Source: an optimization exercise on an open RTL-to-GDS flow (aim: small area). Production flows keep margins and buffers that such runs may drop.
Function was checked by simulation only, so behaviour that the tests miss may differ from the original. No driver is modelled on the clock port, so clocking that relies on it looks cheaper here than on a real chip.

[flow/constraint.sdc]
create_clock -name core_clock -period 8.0 [get_ports {clk}]
set_input_delay 1.6000 -clock core_clock [delete_from_list [all_inputs] [get_ports {clk}]]
set_output_delay 1.6000 -clock core_clock [all_outputs]
set_load 0.01 [all_outputs]
[flow/flow/run.sh]
#!/bin/bash
# Own flow: the standard layout (standard.sh) with two knobs changed
# through ORFS environment variables:
#  - CTS without dummy loads, with larger sink clusters (fewer clock buffers);
#  - port buffers use buf_1 instead of the default cell.
# Synthesis is the standard one, unchanged.
set -euo pipefail
export CTS_ARGS="-sink_clustering_enable -repair_clock_nets -dont_use_dummy_load -sink_clustering_size 30 -sink_clustering_max_diameter 80"
export BUFFER_PORTS_ARGS="-buffer_cell sky130_fd_sc_hd__buf_1"
bash standard.sh > standard.log 2>&1
[flow/config.mk]
export PLATFORM = sky130hd
export DESIGN_NAME = dm_bus_responder
export DESIGN_NICKNAME = dm_bus_responder
export VERILOG_FILES = /design/flow/design.v
export SDC_FILE = /design/flow/constraint.sdc
export NUM_CORES = 4
export LEC_CHECK = 0
export CAP_MARGIN = 20
export CORE_MARGIN = 2
export CORE_UTILIZATION = 70
export CTS_CLUSTER_DIAMETER = 80
export CTS_CLUSTER_SIZE = 30
export PLACE_DENSITY = 0.8
export SLEW_MARGIN = 20
export SYNTH_HIERARCHICAL = 1
[flow/design.v]
module dm_bus_responder #(
  parameter int unsigned DEPTH_WORDS = 64,
  parameter int unsigned WAIT_CYCLES = 2,
  parameter logic [31:0] BASE_ADDR   = 32'h0000_0000
) (
  input  logic        clk,
  input  logic        rst,
  input  logic        req,
  input  logic        we,
  input  logic [31:0] addr,
  input  logic [31:0] wdata,
  input  logic [3:0]  be,
  output logic [31:0] rdata,
  output logic        ready,
  output logic        err,
  output logic        busy
);
  localparam int NR = 11;   
  logic [1:0]    st_q;
  logic [1:0]    c_q;                  
  logic [2:0]    t_q;                  
  logic [NR-1:0] valid_q;
  logic [31:0]   dat_q;
  logic [5:0]  idx_q;
  logic        we_q, err_q;
  logic [3:0]  be_q;
  logic [NR-2:0][5:0][31:0] m_q;
  logic [3:0][31:0]         n_q;       
  logic idle;
  assign idle  = (st_q == 2'b00);
  assign ready = (st_q == 2'b10);
  assign busy  = ~idle;
  logic accept;
  assign accept = idle & req;
  logic [5:0] idx_d;
  logic       we_d, err_d;
  logic [3:0] be_d;
  logic       err_in;
  assign err_in = (addr[1:0] != 2'b00) || (addr[31:8] != 24'd0);
  assign idx_d  = idle ? addr[7:2] : idx_q;
  assign we_d   = idle ? we        : we_q;
  assign err_d  = idle ? err_in    : err_q;
  assign be_d   = idle ? be        : be_q;
  always_ff @(posedge clk) begin
    idx_q <= idx_d;
    we_q  <= we_d;
    err_q <= err_d;
    be_q  <= be_d;
  end
  logic [NR-1:0] rsel;
  logic [2:0]    slot;
  always_comb begin
    case (idx_d)
      6'd0: begin rsel = 11'd1 << 0; slot = 3'd0; end
      6'd1: begin rsel = 11'd1 << 0; slot = 3'd1; end
      6'd2: begin rsel = 11'd1 << 0; slot = 3'd2; end
      6'd3: begin rsel = 11'd1 << 0; slot = 3'd3; end
      6'd4: begin rsel = 11'd1 << 0; slot = 3'd4; end
      6'd5: begin rsel = 11'd1 << 0; slot = 3'd5; end
      6'd6: begin rsel = 11'd1 << 1; slot = 3'd0; end
      6'd7: begin rsel = 11'd1 << 1; slot = 3'd1; end
      6'd8: begin rsel = 11'd1 << 1; slot = 3'd2; end
      6'd9: begin rsel = 11'd1 << 1; slot = 3'd3; end
      6'd10: begin rsel = 11'd1 << 1; slot = 3'd4; end
      6'd11: begin rsel = 11'd1 << 1; slot = 3'd5; end
      6'd12: begin rsel = 11'd1 << 2; slot = 3'd0; end
      6'd13: begin rsel = 11'd1 << 2; slot = 3'd1; end
      6'd14: begin rsel = 11'd1 << 2; slot = 3'd2; end
      6'd15: begin rsel = 11'd1 << 2; slot = 3'd3; end
      6'd16: begin rsel = 11'd1 << 2; slot = 3'd4; end
      6'd17: begin rsel = 11'd1 << 2; slot = 3'd5; end
      6'd18: begin rsel = 11'd1 << 3; slot = 3'd0; end
      6'd19: begin rsel = 11'd1 << 3; slot = 3'd1; end
      6'd20: begin rsel = 11'd1 << 3; slot = 3'd2; end
      6'd21: begin rsel = 11'd1 << 3; slot = 3'd3; end
      6'd22: begin rsel = 11'd1 << 3; slot = 3'd4; end
      6'd23: begin rsel = 11'd1 << 3; slot = 3'd5; end
      6'd24: begin rsel = 11'd1 << 4; slot = 3'd0; end
      6'd25: begin rsel = 11'd1 << 4; slot = 3'd1; end
      6'd26: begin rsel = 11'd1 << 4; slot = 3'd2; end
      6'd27: begin rsel = 11'd1 << 4; slot = 3'd3; end
      6'd28: begin rsel = 11'd1 << 4; slot = 3'd4; end
      6'd29: begin rsel = 11'd1 << 4; slot = 3'd5; end
      6'd30: begin rsel = 11'd1 << 5; slot = 3'd0; end
      6'd31: begin rsel = 11'd1 << 5; slot = 3'd1; end
      6'd32: begin rsel = 11'd1 << 5; slot = 3'd2; end
      6'd33: begin rsel = 11'd1 << 5; slot = 3'd3; end
      6'd34: begin rsel = 11'd1 << 5; slot = 3'd4; end
      6'd35: begin rsel = 11'd1 << 5; slot = 3'd5; end
      6'd36: begin rsel = 11'd1 << 6; slot = 3'd0; end
      6'd37: begin rsel = 11'd1 << 6; slot = 3'd1; end
      6'd38: begin rsel = 11'd1 << 6; slot = 3'd2; end
      6'd39: begin rsel = 11'd1 << 6; slot = 3'd3; end
      6'd40: begin rsel = 11'd1 << 6; slot = 3'd4; end
      6'd41: begin rsel = 11'd1 << 6; slot = 3'd5; end
      6'd42: begin rsel = 11'd1 << 7; slot = 3'd0; end
      6'd43: begin rsel = 11'd1 << 7; slot = 3'd1; end
      6'd44: begin rsel = 11'd1 << 7; slot = 3'd2; end
      6'd45: begin rsel = 11'd1 << 7; slot = 3'd3; end
      6'd46: begin rsel = 11'd1 << 7; slot = 3'd4; end
      6'd47: begin rsel = 11'd1 << 7; slot = 3'd5; end
      6'd48: begin rsel = 11'd1 << 8; slot = 3'd0; end
      6'd49: begin rsel = 11'd1 << 8; slot = 3'd1; end
      6'd50: begin rsel = 11'd1 << 8; slot = 3'd2; end
      6'd51: begin rsel = 11'd1 << 8; slot = 3'd3; end
      6'd52: begin rsel = 11'd1 << 8; slot = 3'd4; end
      6'd53: begin rsel = 11'd1 << 8; slot = 3'd5; end
      6'd54: begin rsel = 11'd1 << 9; slot = 3'd0; end
      6'd55: begin rsel = 11'd1 << 9; slot = 3'd1; end
      6'd56: begin rsel = 11'd1 << 9; slot = 3'd2; end
      6'd57: begin rsel = 11'd1 << 9; slot = 3'd3; end
      6'd58: begin rsel = 11'd1 << 9; slot = 3'd4; end
      6'd59: begin rsel = 11'd1 << 9; slot = 3'd5; end
      6'd60: begin rsel = 11'd1 << 10; slot = 3'd0; end
      6'd61: begin rsel = 11'd1 << 10; slot = 3'd1; end
      6'd62: begin rsel = 11'd1 << 10; slot = 3'd2; end
      6'd63: begin rsel = 11'd1 << 10; slot = 3'd3; end
      default: begin rsel = '0; slot = 3'd0; end
    endcase
  end
  logic r4;                            
  assign r4 = rsel[NR-1];
  logic [2:0] pos6, pos;
  always_comb begin
    case ({slot, t_q})
      {3'd0, 3'd0}: pos6 = 3'd0;
      {3'd0, 3'd1}: pos6 = 3'd1;
      {3'd0, 3'd2}: pos6 = 3'd2;
      {3'd0, 3'd3}: pos6 = 3'd3;
      {3'd0, 3'd4}: pos6 = 3'd4;
      {3'd0, 3'd5}: pos6 = 3'd5;
      {3'd1, 3'd0}: pos6 = 3'd1;
      {3'd1, 3'd1}: pos6 = 3'd2;
      {3'd1, 3'd2}: pos6 = 3'd3;
      {3'd1, 3'd3}: pos6 = 3'd4;
      {3'd1, 3'd4}: pos6 = 3'd5;
      {3'd1, 3'd5}: pos6 = 3'd0;
      {3'd2, 3'd0}: pos6 = 3'd2;
      {3'd2, 3'd1}: pos6 = 3'd3;
      {3'd2, 3'd2}: pos6 = 3'd4;
      {3'd2, 3'd3}: pos6 = 3'd5;
      {3'd2, 3'd4}: pos6 = 3'd0;
      {3'd2, 3'd5}: pos6 = 3'd1;
      {3'd3, 3'd0}: pos6 = 3'd3;
      {3'd3, 3'd1}: pos6 = 3'd4;
      {3'd3, 3'd2}: pos6 = 3'd5;
      {3'd3, 3'd3}: pos6 = 3'd0;
      {3'd3, 3'd4}: pos6 = 3'd1;
      {3'd3, 3'd5}: pos6 = 3'd2;
      {3'd4, 3'd0}: pos6 = 3'd4;
      {3'd4, 3'd1}: pos6 = 3'd5;
      {3'd4, 3'd2}: pos6 = 3'd0;
      {3'd4, 3'd3}: pos6 = 3'd1;
      {3'd4, 3'd4}: pos6 = 3'd2;
      {3'd4, 3'd5}: pos6 = 3'd3;
      {3'd5, 3'd0}: pos6 = 3'd5;
      {3'd5, 3'd1}: pos6 = 3'd0;
      {3'd5, 3'd2}: pos6 = 3'd1;
      {3'd5, 3'd3}: pos6 = 3'd2;
      {3'd5, 3'd4}: pos6 = 3'd3;
      {3'd5, 3'd5}: pos6 = 3'd4;
      default: pos6 = 3'd0;
    endcase
  end
  assign pos = r4 ? {1'b0, slot[1:0] + c_q} : pos6;
  logic       in_odd;
  logic [2:0] dst;                     
  assign in_odd = pos[0];
  assign dst[0] = in_odd & (r4 ? (pos == 3'd3) : (pos == 3'd5));
  assign dst[1] = in_odd & (pos == 3'd1);
  assign dst[2] = in_odd & ~r4 & (pos == 3'd3);
  logic tap_a, tap_b;
  assign tap_a = (pos == 3'd1);
  assign tap_b = r4 ? (pos == 3'd3) : (pos == 3'd4);
  logic pol_odd, pol_even, pol_even1;
  assign pol_odd   = ~(c_q[1] ^ c_q[0]);
  assign pol_even  = c_q[1];
  assign pol_even1 = c_q[1] ^ c_q[0];
  logic vr;                            
  assign vr = |(rsel & valid_q);
  logic wr, set_ph;
  assign wr     = we_d & ~err_d & (accept | busy);
  assign set_ph = st_q[1];
  logic [31:0] tcol;                   
  logic        zcol;                   
  always_comb begin
    for (int i = 0; i < 32; i++)
      tcol[i] = wr & (be_d[i/8] | ~vr) &
                (~set_ph | (be_q[i/8] ? dat_q[i] : ~pol_even1));
  end
  assign zcol = wr & ~vr & ~pol_even1;
  logic [2:0]       gk;
  logic [2:0][31:0] col;
  always_comb begin
    for (int k = 0; k < 3; k++) begin
      gk[k]  = dst[k] | zcol;
      col[k] = tcol | {32{~dst[k]}};
    end
  end
  logic [NR-1:0][2:0] row;
  always_comb begin
    for (int r = 0; r < NR; r++)
      for (int k = 0; k < 3; k++) row[r][k] = rsel[r] & gk[k];
  end
  logic [NR-2:0][2:0][31:0] m_g;
  logic [1:0][31:0]         n_g;
  for (genvar r = 0; r < NR - 1; r++) begin : g_ring
    for (genvar k = 0; k < 3; k++) begin : g_even
      dm_bit_update u_bits (.sel(row[r][k]), .col(col[k]), .q(m_q[r][(2 * k + 5) % 6]), .d(m_g[r][k]));
    end
  end
  for (genvar k = 0; k < 2; k++) begin : g_even4
    dm_bit_update u_bits (.sel(row[NR-1][k]), .col(col[k]), .q(n_q[(2 * k + 3) % 4]), .d(n_g[k]));
  end
  always_ff @(posedge clk) begin
    for (int r = 0; r < NR - 1; r++) begin
      for (int k = 0; k < 3; k++) begin
        m_q[r][2 * k]     <= m_g[r][k];
        m_q[r][2 * k + 1] <= m_q[r][2 * k];
      end
    end
    for (int k = 0; k < 2; k++) begin
      n_q[2 * k]     <= n_g[k];
      n_q[2 * k + 1] <= n_q[2 * k];
    end
  end
  logic [20:0]       tsel;
  logic [20:0][31:0] tdat;
  always_comb begin
    for (int r = 0; r < NR - 1; r++) begin
      tsel[2 * r]     = rsel[r] & tap_a;
      tsel[2 * r + 1] = rsel[r] & tap_b;
      tdat[2 * r]     = m_q[r][1];
      tdat[2 * r + 1] = m_q[r][4];
    end
    tsel[20] = r4 & tap_a;
    tdat[20] = n_q[1];
  end
  logic [7:0][31:0] rd_n;              
  for (genvar g = 0; g < 7; g++) begin : g_rd
    dm_aoi3 u_aoi (.s0(tsel[3 * g]), .s1(tsel[3 * g + 1]), .s2(tsel[3 * g + 2]),
                   .d0(tdat[3 * g]), .d1(tdat[3 * g + 1]), .d2(tdat[3 * g + 2]),
                   .y(rd_n[g]));
  end
  assign rd_n[7] = ~({32{r4 & tap_b}} & n_q[3]);
  logic [31:0] rd;
  always_comb begin
    rd = '0;
    for (int g = 0; g < 8; g++) rd = rd | ~rd_n[g];
  end
  logic pol_rd;
  assign pol_rd = (tap_b & ~r4) ? pol_even : pol_odd;
  logic f_set;
  assign f_set = in_odd ? ~(c_q[1] ^ c_q[0]) : c_q[1];
  logic [31:0] dsrc;
  logic        dpol, dload;
  assign dsrc  = we_d ? wdata : rd;
  assign dpol  = we_d ? ~f_set : pol_rd;
  assign dload = we_d ? idle : (tap_a | tap_b);
  always_ff @(posedge clk) begin
    if (dload) dat_q <= dsrc ^ {32{dpol}};
  end
  always_ff @(posedge clk or negedge rst) begin
    if (!rst) begin
      st_q    <= 2'b00;
      c_q     <= 2'd0;
      t_q     <= 3'd0;
      valid_q <= '0;
    end else begin
      c_q <= c_q + 2'd1;
      t_q <= (t_q == 3'd5) ? 3'd0 : t_q + 3'd1;
      case (st_q)
        2'b00:   st_q <= req ? 2'b01 : 2'b00;
        2'b01:   st_q <= 2'b11;
        2'b11:   st_q <= 2'b10;
        default: st_q <= 2'b00;
      endcase
      if (ready & we_q & ~err_q) valid_q <= valid_q | rsel;
    end
  end
  assign rdata = dat_q & {32{ready & ~we_q & ~err_q & vr}};
  assign err   = ready & err_q;
endmodule
module dm_bit_update (
  input  logic        sel,
  input  logic [31:0] col,
  input  logic [31:0] q,
  output logic [31:0] d
);
  assign d = ~(({32{sel}} & col) | q);
endmodule
module dm_aoi3 (
  input  logic        s0, s1, s2,
  input  logic [31:0] d0, d1, d2,
  output logic [31:0] y
);
  assign y = ~(({32{s0}} & d0) | ({32{s1}} & d1) | ({32{s2}} & d2));
endmodule
[flow/standard.sh]
#!/bin/bash
# synth_recipe.tcl (not shown) runs the flow's synth.tcl, then flattens the netlist and writes it again
# the make line also repeats each setting of config.mk as NAME=value (left out here)
make -C /OpenROAD-flow-scripts/flow DESIGN_CONFIG=/design/flow/config.mk WORK_HOME=/design/flow/orfs CLKGATE_MAP_FILE= SYNTH_SCRIPT=/design/flow/synth_recipe.tcl "${@:-finish}"
==> qor.yml, run 1 <==
rr_endpoint: "dat_q[24]$_DFFE_PP_"
pre_cts_ws_ns: 1.24
layout_commonest_cell: "dfxtp_1"
drt_iter0_markers: 6771
synth_top_area_share_pct: 74.0
dr.pass1.iters: 13
reg2reg_depth: 19
ys_types: 70
postSynthAreaPerCell_um2: 13.3
portBuffers: 106
setup_tns_ns: 0
clkSlewWorstSetupHoldPaths_ns: 0.11
max_slew.worst_pin.slew_ns: 1.26
worstHoldStart: "m_q[201]$_DFF_P_"
cts_sinks: 2110
period_share_pct: 89.3
final_cell_mix: "dfxtp_1 (2060), a21oi_1 (1034), a222oi_1 (224)"
ctsResizeCount: 0
gp_congestion: 0.902
first_global_vias: 34500
nNetsFinal: 4334
synth_nets: 4260
avgRoutedWirePerCell_um: 31.6
cts_tree: "yes"
grt.total_usage_pct: 40.0
hold_class: "reg -> reg"
drc_errors: 0
cap_viol_max_count: 0
rr_startpoint: "st_q[1]$_DFF_PN0_"
num_vias: 36400
grt_pass1_wl_mm: 236
syn_to_final_growth_pct: 5.45
maxSlewViolCount: 0
outcome: "no timing/DRC/antenna violations"
synth_enable_flop_cells: 32
grt_max_degree: 66
syn_area_um2: 55700
timing.final.crit_period_ns: 7.14
dp_hpwl_mm: 96.9
clk_path_buf_depth: 3
clock_skew_ns: 0.0518
num-fill-cells: 4900
path_max_fanout: 32
cp-start-kind: "flip-flop"
synthArstFlopShare_pct: 0.853
dieArea_um2: 81900
root_buffer: "clkbuf_16"
rsz0062_at_grt: "false"
yosysTopAreaCell: "dfxtp_1"
synthTopCellsByArea: "dfxtp_1 (74%), a21oi_1 (9.3%), a222oi_1 (4.0%)"
holdBufCountCts: 0
setup_violations: 0
r2r_slack_ns: 1.29
syn_inst: 4181
cp.arrival_ns: 5.54
numCtsBuffers: 80
critical_path_class: "reg -> out"
synth_warnings: 7
initial_core_util_pct: 70.7
hold_viol: 0
die_h_um: 286
hold_end: "m_q[233]$_DFF_P_"
io_pins: 107
yosys_register_bits: 2110
core.rowCount: 103
die_x_um: 286
holdWs_ns: 0.295
cts_setup_buffers: 0
grt_overflow: 0
via_per_inst: 6.85
worstPathRequired_ns: 6.40
antenna_found_initial: 3
routed_wl_mm: 168
h-tree-depth: 3
yosysSeqAreaShare_pct: 76.5
clock_latency_ns: 0.68
crit_path_end_kind: "output port"
drive_gt1_share_pct: 6.14
hold_depth: 0
fin_ws_ns: 0.860
core_area_um2: 78900
slew-limit-headroom_pct: 15.9
postRouteAntennaNets: 0
ys.flop_type: "dfxtp_1"
clock.fmax_mhz: 140
critical path, stage by stage (launching register included):
cell      delay (ns)
dfrtp_1         0.68
nor2_4          0.53
mux2i_1         0.75
inv_1           0.31
nand3_1         0.57
o22ai_1         0.17
a211oi_1        0.26
nand4_1         0.38
and3b_2         0.72
and2_1          0.34
buf_1           0.13
area by class of cell:
class	instances	area (um2)	area share, %
Sequential cell	2110	42700	72.6
Tap cell	1050	1310	2.24
Inverter	20	75.1	0.128
Multi-Input combinational cell	1845	11600	19.7
Antenna cell	5	12.5	0.0213
Timing Repair Buffer	198	1110	1.90
Clock buffer	80	2000	3.41
state kept, by name, indices dropped and copies added, names as in the netlist:
name,count
n_q,128
st_q,2
t_q,3
dat_q,32
idx_q,6
m_q,1920
err_q,1
be_q,4
valid_q,11
we_q,1
c_q,2
synth_stat cells (3+ instances only):
| cell | n |
|---|---|
| dfxtp_1 | 2060 |
| a21oi_1 | 1035 |
| a222oi_1 | 224 |
| nand2_1 | 159 |
| buf_6 | 142 |
| nor2_1 | 76 |
| a21o_1 | 40 |
| and2_1 | 36 |
| a221oi_1 | 33 |
| and4_1 | 33 |
| buf_2 | 33 |
| xor2_1 | 33 |
| a41oi_1 | 32 |
| edfxtp_1 | 32 |
| clkbuf_1 | 30 |
| o21ai_0 | 19 |
| dfrtp_1 | 18 |
| inv_1 | 18 |
| nand3_1 | 10 |
| nor4_1 | 8 |
| a31oi_1 | 7 |
| ha_1 | 7 |
| nand2b_1 | 6 |
| o22ai_1 | 6 |
| mux2i_1 | 5 |
| o21bai_1 | 5 |
| a211oi_1 | 4 |
| mux2_2 | 4 |
| xnor2_1 | 4 |
| a22oi_1 | 3 |
| nor3_1 | 3 |
| o211ai_1 | 3 |
| o21ai_1 | 3 |
| or2_2 | 3 |
kinds of logic after synthesis:
| group | count (synthesis) | synth area share [%] |
|---|---|---|
| AO/OA/AOI/OAI | 1435 | 15.9 |
| adder cells (fa/ha/maj) | 7 | 0.157 |
| flip-flops | 2110 | 76.5 |
| XOR/XNOR | 38 | 0.631 |
| multiplexers | 9 | 0.171 |
| AND/OR/NAND/NOR | 356 | 3.13 |
| buffers and inverters | 226 | 3.51 |
per-module statistics from Yosys, one instance, submodules excluded:
module | flops+latches | times used
dm_aoi3 | 0 | 7
dm_bus_responder | 2110 | 1
dm_bit_update | 0 | 32
per-layer routing:
| metal | GRT usage, % | wire, um | up-vias |
|---|---|---|---|
| met5 | 0 | 15 | - |
| met4 | 21.0 | 11400 | 2 |
| met3 | 10.9 | 26300 | 727 |
| met2 | 57.4 | 68700 | 3157 |
| met1 | 56.0 | 61500 | 17400 |
| li1 | - | - | 15100 |
worst max-delay path by stage:
stage,start,depth (start not counted),endpoint,slack [ns]
6_report,st_q[1]$_DFF_PN0_,10,rdata[25],0.86
5_1_grt,st_q[1]$_DFF_PN0_,10,rdata[25],0.60
4_1_cts,st_q[1]$_DFF_PN0_,10,rdata[25],1.07
3_5_place_dp,addr[5],17,dat_q[24]$_DFFE_PP_,1.24
3_3_place_gp,addr[5],17,dat_q[24]$_DFFE_PP_,1.47
2_1_floorplan,addr[3],12,dat_q[0]$_DFFE_PP_,1.55
metrics by stage:
step                utilization [%]  std cells  area, um2
floorplan                         -       4181      55700
finish                         74.5       5308      58800
global route                   74.5       5303      58800
global placement               71.9       5222      56700
detailed placement             71.9       5223      56700
CTS                            74.5       5303      58700
==> run 2, diff against run 1 <==
--- a/flow/flow/run.sh
+++ b/flow/flow/run.sh
@@ -6,5 +6,5 @@
 # Synthesis is the standard one, unchanged.
 set -euo pipefail
-export CTS_ARGS="-sink_clustering_enable -repair_clock_nets -dont_use_dummy_load -sink_clustering_size 30 -sink_clustering_max_diameter 80"
+export CTS_ARGS="-sink_clustering_enable -repair_clock_nets -dont_use_dummy_load -sink_clustering_size 32 -sink_clustering_max_diameter 80"
 export BUFFER_PORTS_ARGS="-buffer_cell sky130_fd_sc_hd__buf_1"
 bash standard.sh > standard.log 2>&1
==> run 2 against run 1 <==
Compared with the run above: still clean on timing, DRC and antenna; synthesized cell count stayed put; worst hold slack worse by 0.0056 ns; setup slack improved by 0.084 ns; die area did not move; wire length fell by 0.59%; sequential share of layout area grew 0.13 points; final cell count decreased by 0.11%; flip-flop and latch count did not move; clock skew increased by 0.024 ns.
==> qor.yml, run 2 <==
worstHoldStart: "m_q[201]$_DFF_P_"
crit_path_end_kind: "output port"
rr_startpoint: "st_q[1]$_DFF_PN0_"
numCtsBuffers: 76
r2r_slack_ns: 1.23
clkSlewWorstSetupHoldPaths_ns: 0.10
timing.final.crit_period_ns: 7.06
num-fill-cells: 4899
period_share_pct: 88.2
dp_hpwl_mm: 96.9
cap_viol_max_count: 0
syn_area_um2: 55700
yosysSeqAreaShare_pct: 76.5
cts_setup_buffers: 0
io_pins: 107
core.rowCount: 103
synth_nets: 4260
setup_violations: 0
holdBufCountCts: 0
ys_types: 70
maxSlewViolCount: 0
clk_path_buf_depth: 3
worstPathRequired_ns: 6.40
h-tree-depth: 3
rsz0062_at_grt: "false"
hold_depth: 0
gp_congestion: 0.902
grt.total_usage_pct: 39.8
grt_max_degree: 66
drt_iter0_markers: 6575
nNetsFinal: 4330
portBuffers: 106
max_slew.worst_pin.slew_ns: 1.31
clock_skew_ns: 0.0757
synthArstFlopShare_pct: 0.853
final_cell_mix: "dfxtp_1 (2060), a21oi_1 (1034), a222oi_1 (224)"
yosys_register_bits: 2110
synth_top_area_share_pct: 74.0
initial_core_util_pct: 70.7
ys_top_cells_by_count: "dfxtp_1 (2060), a21oi_1 (1035), a222oi_1 (224)"
outcome: "no timing/DRC/antenna violations"
antenna_found_initial: 1
root_buffer: "clkbuf_16"
drc_errors: 0
syn_inst: 4181
reg2reg_depth: 19
setup_tns_ns: 0
hold_end: "m_q[233]$_DFF_P_"
die_h_um: 286
critical_path_class: "reg -> out"
path_max_fanout: 32
num_vias: 36200
hold_class: "reg -> reg"
grt_pass1_wl_mm: 235
grt_overflow: 0
postRouteAntennaNets: 0
reg_top3: "m_q: 1920 flops, n_q: 128 flops, dat_q: 32 flops"
dieArea_um2: 81900
dr.pass1.iters: 10
stdcell_count: 5302
first_global_vias: 34300
postSynthAreaPerCell_um2: 13.3
via_per_inst: 6.83
cp.arrival_ns: 5.46
synthTopCellsByArea: "dfxtp_1 (74%), a21oi_1 (9.3%), a222oi_1 (4.0%)"
cts_sinks: 2110
clock.fmax_mhz: 142
ys.flop_type: "dfxtp_1"
yosysMostFrequentCell: "dfxtp_1"
synth_enable_flop_cells: 32
clock_latency_ns: 0.68
ctsResizeCount: 0
hold_viol: 0
yosysTopAreaCell: "dfxtp_1"
largest_register_ffs: 1920
cp-start-kind: "flip-flop"
numPlacedInstances: 5223
cts_tree: "yes"
syn_to_final_growth_pct: 5.26
regMostFlops: "m_q"
layout_commonest_cell: "dfxtp_1"
slew-limit-headroom_pct: 12.4
synth_warnings: 7
rr_endpoint: "dat_q[24]$_DFFE_PP_"
drive_gt1_share_pct: 6.05
routed_wl_mm: 167
die_x_um: 286
avgRoutedWirePerCell_um: 31.5
core_area_um2: 78900
[run 2: cell count changes in the layout (fill, tap and decap cells not counted)]
cell,before,now
clkbuf_16,80,76
diode_2,5,3
[run 2: area by class of cell]
type / count / area, um2 / area share (%)
multi-input combinational: 1845 / 11600 / 19.8
clock buffer: 76 / 1900 / 3.24
antenna: 3 / 7.51 / 0.0128
tap: 1050 / 1310 / 2.24
timing repair buffer: 198 / 1110 / 1.90
inverter: 20 / 75.1 / 0.128
sequential: 2110 / 42700 / 72.7
[run 2: metal layers]
layer	vias up	GRT usage [%]	part of all wire, %
li1	15000	-	-
met1	17500	55.7	37
met2	3040	56.4	41
met3	685	11.5	16
met4	0	21.4	6.5
met5	-	0	0
[run 2: per-stage QoR]
| step | hold WS, ns | setup slack, ns | area, um2 | util, % |
|---|---|---|---|---|
| after floorplan | 0.310 | 1.55 | 55700 | - |
| after global placement | 0.310 | 1.47 | 56700 | 71.9 |
| after detailed placement | 0.312 | 1.24 | 56700 | 71.9 |
| after CTS | 0.283 | 1.09 | 58600 | 74.4 |
| after global routing | 0.290 | 0.688 | 58700 | 74.4 |
| final | 0.289 | 0.944 | 58700 | 74.4 |
[run 2: how the worst max path moves through the flow]
| stage | start | end | slack [ns] | cells past startpoint |
|---|---|---|---|---|
| after global placement | addr[5] | dat_q[24]$_DFFE_PP_ | 1.47 | 17 |
| after CTS | st_q[1]$_DFF_PN0_ | rdata[25] | 1.09 | 10 |
| final | st_q[1]$_DFF_PN0_ | rdata[28] | 0.94 | 10 |
| after detailed placement | addr[5] | dat_q[24]$_DFFE_PP_ | 1.24 | 17 |
| after global routing | st_q[1]$_DFF_PN0_ | rdata[21] | 0.69 | 10 |
| after floorplan | addr[3] | dat_q[0]$_DFFE_PP_ | 1.55 | 12 |
[run 2: per-module statistics from Yosys, one instance, submodules excluded]
module	copies in the design	cell area [um2]	flip-flops and latches	cells
dm_bus_responder	1	46700	2110	2774
dm_aoi3	7	403	0	41
dm_bit_update	32	194	0	35
[run 2: critical path, stage by stage, from the launching register on]
cell,delay (ns)
dfrtp_1,0.68
nor2_4,0.53
mux2i_1,0.75
inv_1,0.32
nand3_1,0.57
o22ai_1,0.17
a211oi_1,0.26
nand4_1,0.36
and3b_2,0.69
and2_1,0.33
buf_1,0.13
[run 2: cells by family after synthesis]
family          count (synthesis)  synth area share, %
flops                        2110                 76.5
compound gates               1435                 15.9
simple gates                  356                 3.13
buf+inv                       226                 3.51
xor+xnor                       38                0.631
mux                             9                0.171
fa+ha+maj                       7                0.157
==> run 3, diff against run 2 <==
--- a/flow/config.mk
+++ b/flow/config.mk
@@ -11,5 +11,5 @@
 export CTS_CLUSTER_DIAMETER = 80
 export CTS_CLUSTER_SIZE = 30
-export PLACE_DENSITY = 0.8
+export PLACE_DENSITY = 0.9
 export SLEW_MARGIN = 20
 export SYNTH_HIERARCHICAL = 1
==> run 3 against run 2 <==
Compared with the run above: critical endpoint is now dat_q[9]$_DFFE_PP_; via count grew 5.6%; clock skew shrank 0.014 ns; largest cell class unchanged; utilization grew 0.21 points; worst hold slack gained 0.0092 ns; setup slack gained 0.051 ns.
==> qor.yml, run 3 <==
ys.flop_type: "dfxtp_1"
cp.arrival_ns: 7.36
path_max_fanout: 19
cts_sinks: 2110
clock_latency_ns: 0.68
slowest_stage: "dfrtp_1"
num_vias: 38200
nNetsFinal: 4338
yosysTopAreaCell: "dfxtp_1"
grt_max_degree: 69
clkSlewWorstSetupHoldPaths_ns: 0.12
clock_skew_ns: 0.0615
portBuffers: 106
slew-limit-headroom_pct: 15.1
holdBufCountCts: 0
num-fill-cells: 4303
syn_to_final_growth_pct: 5.56
largest_register_ffs: 1920
grt_pass1_wl_mm: 253
yosysMostFrequentCell: "dfxtp_1"
die_x_um: 286
synth_nets: 4260
clk_path_buf_depth: 3
ys_types: 70
synthArstFlopShare_pct: 0.853
core.rowCount: 103
dr.pass1.iters: 14
cts_setup_buffers: 0
worstPathRequired_ns: 8.36
postRouteAntennaNets: 0
yosys_register_bits: 2110
outcome: "no timing/DRC/antenna violations"
antenna_found_initial: 10
setup_violations: 0
critical_path_class: "reg -> reg"
crit_path_end_kind: "flip-flop"
die_h_um: 286
cts_tree: "yes"
clock.fmax_mhz: 143
gp_congestion: 0.947
syn_area_um2: 55700
via_per_inst: 7.19
crit_path_cell_trace: "nor2_4 > inv_2 > mux2i_1 > inv_1 > ha_1 > o22ai_1 > a2bb2oi_1 > nor3_1 > o21ai_1 > a221o_1 > buf_4 > nor2_4 > buf_4 > a222oi_1 > and4_1 > a41oi_1 > a221oi_1 > xor2_1"
yosysSeqAreaShare_pct: 76.5
grt_overflow: 0
drc_errors: 0
core_area_um2: 78900
period_share_pct: 87.6
root_buffer: "clkbuf_16"
rsz0062_at_grt: "false"
drive_gt1_share_pct: 6.18
reg_top3: "m_q: 1920 flops, n_q: 128 flops, dat_q: 32 flops"
hold_class: "reg -> reg"
fin_ws_ns: 0.995
routed_wl_mm: 179
postSynthAreaPerCell_um2: 13.3
synthTopCellsByArea: "dfxtp_1 (74%), a21oi_1 (9.3%), a222oi_1 (4.0%)"
final_cell_mix: "dfxtp_1 (2060), a21oi_1 (1034), a222oi_1 (224)"
ctsResizeCount: 0
regMostFlops: "m_q"
layout_commonest_cell: "dfxtp_1"
pre_cts_ws_ns: 1.17
setup_tns_ns: 0
cap_viol_max_count: 0
synth_top_area_share_pct: 74.0
initial_core_util_pct: 70.7
io_pins: 107
synth_enable_flop_cells: 32
ys_top_cells_by_count: "dfxtp_1 (2060), a21oi_1 (1035), a222oi_1 (224)"
hold_viol: 0
numCtsBuffers: 76
dieArea_um2: 81900
grt.total_usage_pct: 42.7
h-tree-depth: 3
first_global_vias: 38500
timing.final.crit_period_ns: 7.01
avgRoutedWirePerCell_um: 33.6
cp_slowest_stage_delay_ns: 0.82
max_slew.worst_pin.slew_ns: 1.27
cp-start-kind: "flip-flop"
maxSlewViolCount: 0
dp_hpwl_mm: 102
syn_inst: 4181
drt_iter0_markers: 7906
synth_warnings: 7
[run 3: through the flow]
stage	cells	instance area (um2)	util, %	hold slack (ns)
2_1_floorplan	4181	55700	-	0.310
3_3_place_gp	5227	56800	72.0	0.309
3_5_place_dp	5228	56800	72.1	0.312
4_1_cts	5304	58700	74.5	0.302
5_1_grt	5307	58800	74.6	0.311
6_report	5317	58800	74.6	0.298
[run 3: area by class of cell]
| cell class | count | area, um2 | share of cell area, % |
|---|---|---|---|
| antenna | 10 | 25.0 | 0.0425 |
| clock buffer | 76 | 1900 | 3.23 |
| inverter | 20 | 75.1 | 0.128 |
| multi-input combinational | 1845 | 11600 | 19.7 |
| sequential | 2110 | 42700 | 72.5 |
| tap | 1050 | 1310 | 2.23 |
| timing repair buffer | 206 | 1280 | 2.17 |
[run 3: critical path, delay by kind of cell (launching register included)]
family          cells  cell delay (ns)
compound gates      7             2.07
xor+xnor            1             0.22
fa+ha+maj           1             0.36
buf+inv             4             1.28
flops               1             0.82
mux                 1             0.39
simple gates        4             1.55
[run 3: logic make-up after synthesis]
group	count (synthesis)	share of synthesized area [%]
simple gates	356	3.13
compound gates	1435	15.9
fa+ha+maj	7	0.157
xor+xnor	38	0.631
flops	2110	76.5
buf+inv	226	3.51
mux	9	0.171
[run 3: path summary, 6_finish.rpt]
check | cells past startpoint | endpoint | slack, ns | startpoint
setup / recovery | 18 | dat_q[9]$_DFFE_PP_ | 0.99 | st_q[1]$_DFF_PN0_
hold / removal | 0 | m_q[1761]$_DFF_P_ | 0.30 | m_q[1729]$_DFF_P_
setup reg to reg | 18 | dat_q[9]$_DFFE_PP_ | 0.99 | st_q[1]$_DFF_PN0_
hold reg to reg | 0 | m_q[1761]$_DFF_P_ | 0.30 | m_q[1729]$_DFF_P_
max in group asynchronous | 1 | valid_q[1]$_DFFE_PN0P_ | 6.75 | rst
min in group asynchronous | 1 | st_q[0]$_DFF_PN0_ | 0.87 | rst
[run 3: Yosys stat by module, one instance, submodules excluded]
module,flops+latches,cells inside,cell area [um2],copies in the design
dm_bit_update,0,35,194,32
dm_aoi3,0,41,403,7
dm_bus_responder,2110,2774,46700,1
[run 3: metal layers]
| layer | up-vias | global-route usage (%) | wire length [um] | part of all wire (%) |
|---|---|---|---|---|
| li1 | 15100 | - | - | - |
| met1 | 17900 | 50.6 | 56800 | 32 |
| met2 | 3862 | 61.9 | 74400 | 42 |
| met3 | 1429 | 16.6 | 28500 | 16 |
| met4 | 8 | 34.5 | 18800 | 11 |
| met5 | - | 0.523 | 145 | 0.081 |
==> run 4, diff against run 3 <==
--- a/flow/flow/run.sh
+++ b/flow/flow/run.sh
@@ -6,5 +6,5 @@
 # Synthesis is the standard one, unchanged.
 set -euo pipefail
-export CTS_ARGS="-sink_clustering_enable -repair_clock_nets -dont_use_dummy_load -sink_clustering_size 32 -sink_clustering_max_diameter 80"
+export CTS_ARGS="-sink_clustering_enable -repair_clock_nets -dont_use_dummy_load -sink_clustering_size 34 -sink_clustering_max_diameter 80"
 export BUFFER_PORTS_ARGS="-buffer_cell sky130_fd_sc_hd__buf_1"
 bash standard.sh > standard.log 2>&1
--- a/flow/config.mk
+++ b/flow/config.mk
@@ -11,5 +11,5 @@
 export CTS_CLUSTER_DIAMETER = 80
 export CTS_CLUSTER_SIZE = 30
-export PLACE_DENSITY = 0.9
+export PLACE_DENSITY = 0.8
 export SLEW_MARGIN = 20
 export SYNTH_HIERARCHICAL = 1
==> run 4 against run 3 <==
Compared with the run above: still clean; final cell count decreased by 0.38%; setup slack got worse by 0.078 ns; fmax decreased by 1.1%; critical path depth decreased by 8; largest cell class unchanged; highest routed layer unchanged.
==> qor.yml, run 4 <==
timing.final.crit_period_ns: 7.08
num_vias: 36300
yosysTopAreaCell: "dfxtp_1"
yosysMostFrequentCell: "dfxtp_1"
layout_commonest_cell: "dfxtp_1"
cap_viol_max_count: 0
maxSlewViolCount: 0
syn_inst: 4181
postRouteAntennaNets: 0
yosysSeqAreaShare_pct: 76.5
cp-start-kind: "flip-flop"
largest_register_ffs: 1920
routed_wl_mm: 168
via_per_inst: 6.85
drc_errors: 0
regMostFlops: "m_q"
slew-limit-headroom_pct: 16.1
cts_sinks: 2110
synth_enable_flop_cells: 32
rsz0062_at_grt: "false"
cts_setup_buffers: 0
grt_overflow: 0
clock_latency_ns: 0.68
synth_warnings: 7
path_max_fanout: 32
clk_path_buf_depth: 3
postSynthAreaPerCell_um2: 13.3
ys_top_cells_by_count: "dfxtp_1 (2060), a21oi_1 (1035), a222oi_1 (224)"
crit_path_cell_trace: "nor2_4 > mux2i_1 > inv_1 > nand3_1 > o22ai_1 > a211oi_1 > nand4_1 > and3b_2 > and2_1 > buf_1"
io_pins: 107
gp_congestion: 0.902
cts_tree: "yes"
worstPathRequired_ns: 6.40
drt_iter0_markers: 6857
dieArea_um2: 81900
ctsResizeCount: 0
core.rowCount: 103
slowest_stage: "mux2i_1"
syn_to_final_growth_pct: 5.08
core_area_um2: 78900
synth_nets: 4260
setup_violations: 0
max_slew.worst_pin.slew_ns: 1.26
numCtsBuffers: 72
dp_hpwl_mm: 96.9
yosys_register_bits: 2110
hold_viol: 0
h-tree-depth: 3
critical_path_class: "reg -> out"
synthTopCellsByArea: "dfxtp_1 (74%), a21oi_1 (9.3%), a222oi_1 (4.0%)"
cp.arrival_ns: 5.48
synthArstFlopShare_pct: 0.853
outcome: "no timing/DRC/antenna violations"
initial_core_util_pct: 70.7
hold_class: "reg -> reg"
die_x_um: 286
syn_area_um2: 55700
setup_tns_ns: 0
die_h_um: 286
ys.flop_type: "dfxtp_1"
root_buffer: "clkbuf_16"
period_share_pct: 88.5
clock.fmax_mhz: 141
synth_top_area_share_pct: 74.0
clkSlewWorstSetupHoldPaths_ns: 0.12
grt_max_degree: 66
final_cell_mix: "dfxtp_1 (2060), a21oi_1 (1034), a222oi_1 (224)"
reg_top3: "m_q: 1920 flops, n_q: 128 flops, dat_q: 32 flops"
cp_slowest_stage_delay_ns: 0.75
first_global_vias: 34500
crit_path_end_kind: "output port"
drive_gt1_share_pct: 5.96
ys_types: 70
avgRoutedWirePerCell_um: 31.7
grt_pass1_wl_mm: 236
holdBufCountCts: 0
antenna_found_initial: 3
nNetsFinal: 4326
portBuffers: 106
clock_skew_ns: 0.0549
grt.total_usage_pct: 40.0
dr.pass1.iters: 13
-- run 4: changes by cell type in the layout (fill, tap and decap cells not counted), sizes merged --
cell / change
clkbuf: -4
buf: -8
diode: -8
-- run 4: critical path, delay by kind of cell, from the launching register on --
kind / cells / cell delay [ns]
DFF: 1 / 0.68
buffers and inverters: 2 / 0.45
AOI/OAI and AO/OA: 2 / 0.41
muxes: 1 / 0.75
and+or+nand+nor: 5 / 2.52
-- run 4: layout make-up --
class                           instances  area [um2]
Antenna cell                            2        5.00
Inverter                               20        75.1
Multi-Input combinational cell       1845       11600
Tap cell                             1050        1310
Timing Repair Buffer                  198        1110
Sequential cell                      2110       42700
Fill cell                            4943       20300
Clock buffer                           72        1800
-- run 4: Yosys stat by module, one instance, submodules excluded --
module	flops+latches	cells inside	times used	cell area, um2
dm_bus_responder	2110	2774	1	46700
dm_aoi3	0	41	7	403
dm_bit_update	0	35	32	194
-- run 4: worst paths after layout --
path / endpoint / cells past startpoint / from / slack, ns
setup / recovery: rdata[28] / 10 / st_q[1]$_DFF_PN0_ / 0.92
hold / removal: m_q[424]$_DFF_P_ / 0 / m_q[392]$_DFF_P_ / 0.29
setup reg to reg: dat_q[24]$_DFFE_PP_ / 19 / st_q[1]$_DFF_PN0_ / 1.24
hold reg to reg: m_q[424]$_DFF_P_ / 0 / m_q[392]$_DFF_P_ / 0.29
max in group asynchronous: valid_q[2]$_DFFE_PN0P_ / 1 / rst / 6.72
min in group asynchronous: valid_q[10]$_DFFE_PN0P_ / 1 / rst / 0.88
-- run 4: per-layer routing --
layer | global-route usage [%] | share of wire (%) | vias to the layer above
met5 | 0 | 0.0072 | -
met1 | 55.8 | 37 | 17600
met4 | 19.1 | 5.9 | 2
met2 | 57.3 | 41 | 2965
met3 | 12.1 | 15 | 664
li1 | - | - | 15000
-- run 4: stage by stage --
step                      hold WS, ns  util (%)  instances  setup slack, ns  area (um2)
after detailed placement        0.312      71.9       5223             1.24       56700
after CTS                       0.281      74.2       5295             1.11       58500
after floorplan                 0.310         -       4181             1.55       55700
after global placement          0.310      71.9       5222             1.47       56700
after global routing            0.281      74.2       5295            0.707       58600
final                           0.291      74.2       5297            0.917       58600
-- run 4: kinds of logic after synthesis --
group | count (synthesis) | share of synthesized area [%]
AO/OA/AOI/OAI | 1435 | 15.9
flip-flops | 2110 | 76.5
buffers and inverters | 226 | 3.51
AND/OR/NAND/NOR | 356 | 3.13
adder cells (fa/ha/maj) | 7 | 0.157
multiplexers | 9 | 0.171
XOR/XNOR | 38 | 0.631

[afterwards: timing with drivers on the ports]
No port has a modelled driver above. Below, the same layouts with a new extraction and two added sets of constraints.
Step 1: set_driving_cell puts a clkbuf_16 on clk and a buf_2 on each other input, an assumption about the parent block.
Step 2 also shifts input and output timing later by t, the mid clock arrival at the registers, as if the neighbouring blocks saw the same clock.
Slacks: ideal / step 1 / step 2; pairs: ideal / step 1.
| run | t, ns | setup slack, ns | worst hold slack (ns) | worst setup path at the end | slew at the worst register clock pin (ns) |
|---|---|---|---|---|---|
| run 1 | 0.728 | 0.860 / 0.788 / 1.084 | 0.295 / 0.295 / 0.295 | input to register | 0.11 / 0.11 |
| run 2 | 0.710 | 0.944 / 0.876 / 0.999 | 0.289 / 0.289 / 0.289 | input to register | 0.12 / 0.12 |
| run 3 | 0.720 | 0.995 / 0.995 / 0.816 | 0.298 / 0.298 / 0.298 | input to register | 0.12 / 0.12 |
| run 4 | 0.726 | 0.917 / 0.845 / 1.030 | 0.291 / 0.291 / 0.291 | input to register | 0.12 / 0.12 |
After both steps every run listed still meets setup and hold. The setup slack of run 3, which loses most, moves by 0.000 ns with the drivers and by -0.179 ns with both steps.
